What follows belongs to an exercise in optimizing a design on an open flow for small area and a short achievable clock period; a production flow would make more cautious choices.
Function was checked by simulation only, so behaviour that the tests miss may differ from the original.
Power figures rest on the tool's default switching activity, not on a simulated workload.

==> 10-24 <==
==> flow/design.v <==
`timescale 1ns/1ps
`default_nettype none
module bbox_extent (
    input  logic [215:0] verts,
    input  logic [47:0]  screen,
    input  logic [2:0]   mask,
    output logic [2:0]   ordx,
    output logic [2:0]   ordy,
    output logic         clx,
    output logic         cly,
    output logic         off_screen
);
    logic signed [16:0] vx [3];
    logic signed [16:0] vy [3];
    logic signed [16:0] sx, sy;
    logic [2:0] gtx, gty;
    logic [2:0] negx, negy;
    function automatic logic bbox_lt17(input logic [16:0] a, input logic [16:0] b);
        logic [16:0] x, y, g, p;
        logic [4:0]  bg, bp;
        x = {~a[16], a[15:0]};
        y = {~b[16], b[15:0]};
        g = ~x & y;
        p = ~x | y;
        for (int k = 0; k < 4; k++) begin
            bg[k] = g[4*k+3] | (p[4*k+3] & g[4*k+2]) | (p[4*k+3] & p[4*k+2] & g[4*k+1])
                  | (p[4*k+3] & p[4*k+2] & p[4*k+1] & g[4*k]);
            bp[k] = &p[4*k +: 4];
        end
        bg[4] = g[16];
        bp[4] = p[16];
        bbox_lt17 = bg[4] | (bp[4] & bg[3]) | (bp[4] & bp[3] & bg[2])
                  | (bp[4] & bp[3] & bp[2] & bg[1]) | (bp[4] & bp[3] & bp[2] & bp[1] & bg[0]);
    endfunction
    assign sx = {screen[47:34], screen[33:31] | ~mask};
    assign sy = {screen[23:10], screen[9:7] | ~mask};
    always_comb begin
        for (int v = 0; v < 3; v++) begin
            vx[v] = verts[72*v + 55 +: 17];
            vy[v] = verts[72*v + 31 +: 17];
            gtx[v] = vx[v] > sx;
            gty[v] = vy[v] > sy;
            negx[v] = vx[v][16];
            negy[v] = vy[v][16];
        end
        ordx = {bbox_lt17(vx[1], vx[2]), bbox_lt17(vx[0], vx[2]), bbox_lt17(vx[0], vx[1])};
        ordy = {bbox_lt17(vy[1], vy[2]), bbox_lt17(vy[0], vy[2]), bbox_lt17(vy[0], vy[1])};
        clx = |gtx;
        cly = |gty;
        off_screen = (&gtx) | (&gty) | (&negx) | (&negy);
    end
endmodule
`default_nettype wire
`timescale 1ns/1ps
`default_nettype none
module bbox_screen_clip (
    input  logic [215:0] verts,
    input  logic [47:0]  screen,
    input  logic [2:0]   mask,
    input  logic [2:0]   ordx,
    input  logic [2:0]   ordy,
    input  logic         clx,
    input  logic         cly,
    output logic [95:0]  box
);
    logic [23:0] vx [3];
    logic [23:0] vy [3];
    logic [23:0] scr_x, scr_y;
    logic [23:0] mnx, mny, mxx, mxy;
    logic [23:0] ll_x, ll_y, ur_x, ur_y;
    assign {scr_x, scr_y} = screen;
    always_comb begin
        for (int v = 0; v < 3; v++) begin
            vx[v] = verts[72*v + 48 +: 24];
            vy[v] = verts[72*v + 24 +: 24];
        end
    end
    function automatic logic [23:0] pick_min(input logic [2:0] o,
                                             input logic [23:0] a,
                                             input logic [23:0] b,
                                             input logic [23:0] c);
        logic s0, s1, s2;
        s0 = o[0] & o[1];
        s1 = ~o[0] & o[2];
        s2 = ~(s0 | s1);
        pick_min = ({24{s0}} & a) | ({24{s1}} & b) | ({24{s2}} & c);
    endfunction
    function automatic logic [23:0] pick_max(input logic [2:0] o,
                                             input logic [23:0] a,
                                             input logic [23:0] b,
                                             input logic [23:0] c);
        logic s0, s1, s2;
        s0 = ~o[0] & ~o[1];
        s1 = o[0] & ~o[2];
        s2 = ~(s0 | s1);
        pick_max = ({24{s0}} & a) | ({24{s1}} & b) | ({24{s2}} & c);
    endfunction
    always_comb begin
        mnx = pick_min(ordx, vx[0], vx[1], vx[2]);
        mny = pick_min(ordy, vy[0], vy[1], vy[2]);
        mxx = pick_max(ordx, vx[0], vx[1], vx[2]);
        mxy = pick_max(ordy, vy[0], vy[1], vy[2]);
        ll_x = mnx[23] ? 24'd0 : {1'b0, mnx[22:10], mnx[9:7] & mask, 7'd0};
        ll_y = mny[23] ? 24'd0 : {1'b0, mny[22:10], mny[9:7] & mask, 7'd0};
        ur_x = clx ? scr_x : {mxx[23:10], mxx[9:7] & mask, 7'd0};
        ur_y = cly ? scr_y : {mxy[23:10], mxy[9:7] & mask, 7'd0};
    end
    assign box = {ll_x, ll_y, ur_x, ur_y};
endmodule
`default_nettype wire
`timescale 1ns/1ps
`default_nettype none
module bbox_pipe (
    input  logic         clk,
    input  logic         reset,
    input  logic         halt,
    input  logic         valid,
    input  logic [288:1] pay,
    input  logic [95:0]  box,
    output logic [384:0] q
);
    logic         q_valid;
    logic [288:1] q_pay;
    logic [22:7]  q_llx, q_lly;
    logic [47:0]  q_ur;
    always_ff @(posedge clk) begin
        if (reset) begin
            q_valid <= 1'b0;
        end else if (!halt) begin
            q_valid <= valid;
        end
    end
    always_ff @(posedge clk) begin
        if (!halt) begin
            q_pay <= pay;
            q_llx <= box[94:79];
            q_lly <= box[70:55];
            q_ur  <= box[47:0];
        end
    end
    assign q = {q_pay, 1'b0, q_llx, 7'd0, 1'b0, q_lly, 7'd0, q_ur, q_valid};
endmodule
`default_nettype wire
`timescale 1ns/1ps
`default_nettype none
module bbox_top (
    input  logic         clk,
    input  logic         reset,
    input  logic         halt,
    input  logic [288:0] tri_in,
    input  logic [47:0]  screen,
    input  logic [3:0]   msaa,
    output logic [384:0] box_out
);
    logic [288:1] s1_pay;
    logic         s1_valid;
    logic [47:0]  s1_scr;
    logic [2:0]   s1_mask;
    logic [288:1] s2_pay;
    logic         s2_valid;
    logic [47:0]  s2_scr;
    logic [2:0]   s2_mask;
    logic [2:0]   s2_ordx, s2_ordy;
    logic         s2_clx, s2_cly;
    logic [2:0]   ordx, ordy;
    logic         clx, cly, off_screen;
    logic [95:0]  box;
    function automatic logic [2:0] frac_mask(input logic [3:0] code);
        case (code)
            4'b1000: frac_mask = 3'b000;
            4'b0100: frac_mask = 3'b100;
            4'b0010: frac_mask = 3'b110;
            default: frac_mask = 3'b111;
        endcase
    endfunction
    always_ff @(posedge clk) begin
        if (reset) begin
            s1_valid <= 1'b0;
        end else if (!halt) begin
            s1_valid <= tri_in[0];
        end
    end
    always_ff @(posedge clk) begin
        if (!halt) begin
            s1_pay  <= tri_in[288:1];
            s1_scr  <= screen;
            s1_mask <= frac_mask(msaa);
        end
    end
    bbox_extent u_extent (
        .verts      (s1_pay[288:73]),
        .screen     (s1_scr),
        .mask       (s1_mask),
        .ordx       (ordx),
        .ordy       (ordy),
        .clx        (clx),
        .cly        (cly),
        .off_screen (off_screen)
    );
    always_ff @(posedge clk) begin
        if (reset) begin
            s2_valid <= 1'b0;
        end else if (!halt) begin
            s2_valid <= s1_valid & ~off_screen;
        end
    end
    always_ff @(posedge clk) begin
        if (!halt) begin
            s2_pay  <= s1_pay;
            s2_scr  <= s1_scr;
            s2_mask <= s1_mask;
            s2_ordx <= ordx;
            s2_ordy <= ordy;
            s2_clx  <= clx;
            s2_cly  <= cly;
        end
    end
    bbox_screen_clip u_clip (
        .verts  (s2_pay[288:73]),
        .screen (s2_scr),
        .mask   (s2_mask),
        .ordx   (s2_ordx),
        .ordy   (s2_ordy),
        .clx    (s2_clx),
        .cly    (s2_cly),
        .box    (box)
    );
    bbox_pipe u_out (
        .clk   (clk),
        .reset (reset),
        .halt  (halt),
        .valid (s2_valid),
        .pay   (s2_pay),
        .box   (box),
        .q     (box_out)
    );
endmodule
`default_nettype wire
==> flow/flow/run.sh <==
#!/bin/bash
# Standard ORFS layout (standard.sh, unchanged synthesis) with small port
# buffers and a tighter setup target for repair_timing. The clock period
# and constraints stay the design's.
set -euo pipefail
bash standard.sh \
  BUFFER_PORTS_ARGS="-buffer_cell sky130_fd_sc_hd__buf_1" \
  SETUP_SLACK_MARGIN=6.0 TNS_END_PERCENT=10 \
  finish > orfs_make.log 2>&1
==> flow/standard.sh <==
#!/bin/bash
# synth_recipe.tcl (not shown) runs the flow's synth.tcl, then flattens the netlist and writes it again
# the make line also repeats each setting of config.mk as NAME=value (left out here)
make -C /OpenROAD-flow-scripts/flow DESIGN_CONFIG=/design/flow/config.mk WORK_HOME=/design/flow/orfs CLKGATE_MAP_FILE= SYNTH_SCRIPT=/design/flow/synth_recipe.tcl "${@:-finish}"
==> flow/config.mk <==
export PLATFORM = sky130hd
export DESIGN_NAME = bbox_top
export DESIGN_NICKNAME = bbox_top
export VERILOG_FILES = /design/flow/design.v
export SDC_FILE = /design/flow/constraint.sdc
export NUM_CORES = 4
export LEC_CHECK = 0
export CAP_MARGIN = 20
export CORE_MARGIN = 2
export CORE_UTILIZATION = 60
export SLEW_MARGIN = 20
==> flow/constraint.sdc <==
create_clock -name core_clock -period 9.0 [get_ports {clk}]
set_input_delay 1.8000 -clock core_clock [delete_from_list [all_inputs] [get_ports {clk}]]
set_output_delay 1.8000 -clock core_clock [all_outputs]
set_load 0.01 [all_outputs]
==> 05-13 (differences from 10-24) <==
==> flow/design.v, changed modules only <==
module bbox_extent (
    input  logic [215:0] verts,
    input  logic [47:0]  screen,
    input  logic [2:0]   mask,
    output logic [2:0]   ordx,
    output logic [2:0]   ordy,
    output logic         clx,
    output logic         cly,
    output logic         off_screen
);
    logic signed [23:0] vx [3];
    logic signed [23:0] vy [3];
    logic signed [23:0] fx [3];
    logic signed [23:0] fy [3];
    logic signed [23:0] scr_x, scr_y;
    logic [2:0] gtx, gty;
    assign {scr_x, scr_y} = screen;
    always_comb begin
        for (int v = 0; v < 3; v++) begin
            vx[v] = verts[72*v + 48 +: 24];
            vy[v] = verts[72*v + 24 +: 24];
            fx[v] = {vx[v][23:10], vx[v][9:7] & mask, 7'd0};
            fy[v] = {vy[v][23:10], vy[v][9:7] & mask, 7'd0};
            gtx[v] = fx[v] > scr_x;
            gty[v] = fy[v] > scr_y;
        end
        ordx = {vx[1] < vx[2], vx[0] < vx[2], vx[0] < vx[1]};
        ordy = {vy[1] < vy[2], vy[0] < vy[2], vy[0] < vy[1]};
        clx = |gtx;
        cly = |gty;
        off_screen = (&gtx) | (&gty)
                   | (vx[0][23] & vx[1][23] & vx[2][23])
                   | (vy[0][23] & vy[1][23] & vy[2][23]);
    end
endmodule
==> flow/run.sh (new file) <==
#!/bin/bash
# synth_recipe.tcl (not shown) runs the flow's synth.tcl, then flattens the netlist and writes it again
# the make line also repeats each setting of config.mk as NAME=value (left out here)
make -C /OpenROAD-flow-scripts/flow DESIGN_CONFIG=/design/flow/config.mk WORK_HOME=/design/flow/orfs CLKGATE_MAP_FILE= SYNTH_SCRIPT=/design/flow/synth_recipe.tcl finish
- CORE_UTILIZATION: 60 -> 40
removed: flow/flow/run.sh
removed: flow/standard.sh
==> 07-28 (differences from 10-24) <==
==> flow/design.v, changed modules only <==
module bbox_extent (
    input  logic [215:0] verts,
    input  logic [47:0]  screen,
    input  logic [2:0]   mask,
    output logic [2:0]   ordx,
    output logic [2:0]   ordy,
    output logic         clx,
    output logic         cly,
    output logic         off_screen
);
    logic signed [23:0] vx [3];
    logic signed [23:0] vy [3];
    logic signed [23:0] fx [3];
    logic signed [23:0] fy [3];
    logic signed [23:0] scr_x, scr_y;
    logic [2:0] gtx, gty;
    assign {scr_x, scr_y} = screen;
    always_comb begin
        for (int v = 0; v < 3; v++) begin
            vx[v] = verts[72*v + 48 +: 24];
            vy[v] = verts[72*v + 24 +: 24];
            fx[v] = {vx[v][23:10], vx[v][9:7] & mask, 7'd0};
            fy[v] = {vy[v][23:10], vy[v][9:7] & mask, 7'd0};
            gtx[v] = fx[v] > scr_x;
            gty[v] = fy[v] > scr_y;
        end
        ordx = {vx[1] < vx[2], vx[0] < vx[2], vx[0] < vx[1]};
        ordy = {vy[1] < vy[2], vy[0] < vy[2], vy[0] < vy[1]};
        clx = |gtx;
        cly = |gty;
        off_screen = (&gtx) | (&gty)
                   | (vx[0][23] & vx[1][23] & vx[2][23])
                   | (vy[0][23] & vy[1][23] & vy[2][23]);
    end
endmodule
--- a/flow/flow/run.sh
+++ b/flow/flow/run.sh
@@ -5,5 +5,5 @@
 set -euo pipefail
 bash standard.sh \
   BUFFER_PORTS_ARGS="-buffer_cell sky130_fd_sc_hd__buf_1" \
-  SETUP_SLACK_MARGIN=6.0 TNS_END_PERCENT=10 \
+  SETUP_SLACK_MARGIN=6.5 TNS_END_PERCENT=10 \
   finish > orfs_make.log 2>&1
- CORE_UTILIZATION: 60 -> 40
==> 06-19 (differences from 10-24) <==
==> flow/design.v, changed modules only <==
module bbox_extent (
    input  logic [215:0] verts,
    input  logic [47:0]  screen,
    input  logic [2:0]   mask,
    output logic [2:0]   ordx,
    output logic [2:0]   ordy,
    output logic         clx,
    output logic         cly,
    output logic         off_screen
);
    logic signed [23:0] vx [3];
    logic signed [23:0] vy [3];
    logic signed [23:0] fx [3];
    logic signed [23:0] fy [3];
    logic signed [23:0] scr_x, scr_y;
    logic [2:0] gtx, gty;
    assign {scr_x, scr_y} = screen;
    always_comb begin
        for (int v = 0; v < 3; v++) begin
            vx[v] = verts[72*v + 48 +: 24];
            vy[v] = verts[72*v + 24 +: 24];
            fx[v] = {vx[v][23:10], vx[v][9:7] & mask, 7'd0};
            fy[v] = {vy[v][23:10], vy[v][9:7] & mask, 7'd0};
            gtx[v] = fx[v] > scr_x;
            gty[v] = fy[v] > scr_y;
        end
        ordx = {vx[1] < vx[2], vx[0] < vx[2], vx[0] < vx[1]};
        ordy = {vy[1] < vy[2], vy[0] < vy[2], vy[0] < vy[1]};
        clx = |gtx;
        cly = |gty;
        off_screen = (&gtx) | (&gty)
                   | (vx[0][23] & vx[1][23] & vx[2][23])
                   | (vy[0][23] & vy[1][23] & vy[2][23]);
    end
endmodule
--- a/flow/flow/run.sh
+++ b/flow/flow/run.sh
@@ -5,5 +5,5 @@
 set -euo pipefail
 bash standard.sh \
   BUFFER_PORTS_ARGS="-buffer_cell sky130_fd_sc_hd__buf_1" \
-  SETUP_SLACK_MARGIN=6.0 TNS_END_PERCENT=10 \
+  SETUP_SLACK_MARGIN=6.0 CORE_UTILIZATION=60 TNS_END_PERCENT=10 \
   finish > orfs_make.log 2>&1
- CORE_UTILIZATION: 60 -> 40
==> qor summary <==
| quantity | 05-13 | 07-28 | 06-19 | 10-24 |
|---|---|---|---|---|
| Run status | complete, no violations | complete, no violations | complete, no violations | complete, no violations |
| Switching share of total power | 23.4% | 23.8% | 23.6% | 23.0% |
| Clk network pwr share | 37.9% | 37.7% | 36.8% | 37.4% |
| Startpoint type of the worst setup path | primary input | register | register | register |
| Area of the core region | 98300 µm² | 98300 µm² | 65500 µm² | 61900 µm² |
| Ant diodes | 4 | 6 | 17 | 15 |
| Vias per std cell | 5.03 | 5.07 | 5.70 | 5.57 |
| Tap Cells | 1287 | 1287 | 864 | 837 |
| Share of final-layout standard cells stronger than drive strength 1 | 6.62% | 6.55% | 5.79% | 6.86% |
| Cells after synthesis | 2171 | 2171 | 2171 | 1976 |
| Max_slew headroom | 18.0% | 33.5% | 28.7% | 22.5% |
| Relative area change from synthesis to final layout | 31.3% | 20.3% | 18.1% | 19.1% |
| Clock latency on the worst-skew pair | 710 ps | 690 ps | 660 ps | 650 ps |
| Number of violations reported at the end of detailed-routing iteration 0 | 2032 | 2061 | 2240 | 2019 |
| Power Clock | 4.43 mW | 4.26 mW | 4.08 mW | 4.11 mW |
| Summed area of non-filler cells in the final layout | 52000 µm² | 47600 µm² | 46700 µm² | 44900 µm² |
| Biggest fanout along the worst timing path | 207 | 1 | 1 | 1 |
| HPWL Detailed | 75500 µm | 72300 µm | 72900 µm | 66800 µm |
| Largest net degree at the start of global routing | 208 | 194 | 170 | 212 |
| Number of logic stages on the critical path including buffering | 4 | 1 | 1 | 1 |
| Mean instance size in the synthesized netlist | 18.2 µm² | 18.2 µm² | 18.2 µm² | 19.1 µm² |
| Slew of the pin with the lowest slew margin | 1230 ps | 997 ps | 1070 ps | 1160 ps |

[static timing again, ports no longer ideal]
The results above use ideal ports. As a check the final layouts listed here were re-extracted and re-timed, cells and wires unchanged. Step 1, drivers: a clkbuf_16 drives clk and a buf_2 each remaining input, both assumed. Step 2 moves the port delays by t, midway between the first and last clock arrival at a register: inputs arrive t later, outputs are due t later. That takes back most of the time a late clock gives input paths. a / b / c = ideal / step 1 / step 2; a / b = the first two.
| run | t, ns | setup slack, ns | hold slack, ns | worst setup path at the end |
|---|---|---|---|---|
| 10-24 | 0.706 | 5.909 / 5.844 / 5.256 | 0.412 / 0.412 / 0.412 | input to register |
| 05-13 | 0.762 | 4.798 / 4.799 / 4.037 | 0.412 / 0.412 / 0.412 | input to register |
| 07-28 | 0.742 | 5.789 / 5.722 / 5.122 | 0.403 / 0.403 / 0.403 | input to register |
| 06-19 | 0.708 | 5.880 / 5.814 / 5.148 | 0.400 / 0.400 / 0.400 | input to register |
After both steps every run listed still meets setup and hold. The setup slack of 05-13, which loses most, moves by +0.001 ns with the drivers and by -0.761 ns with both steps.
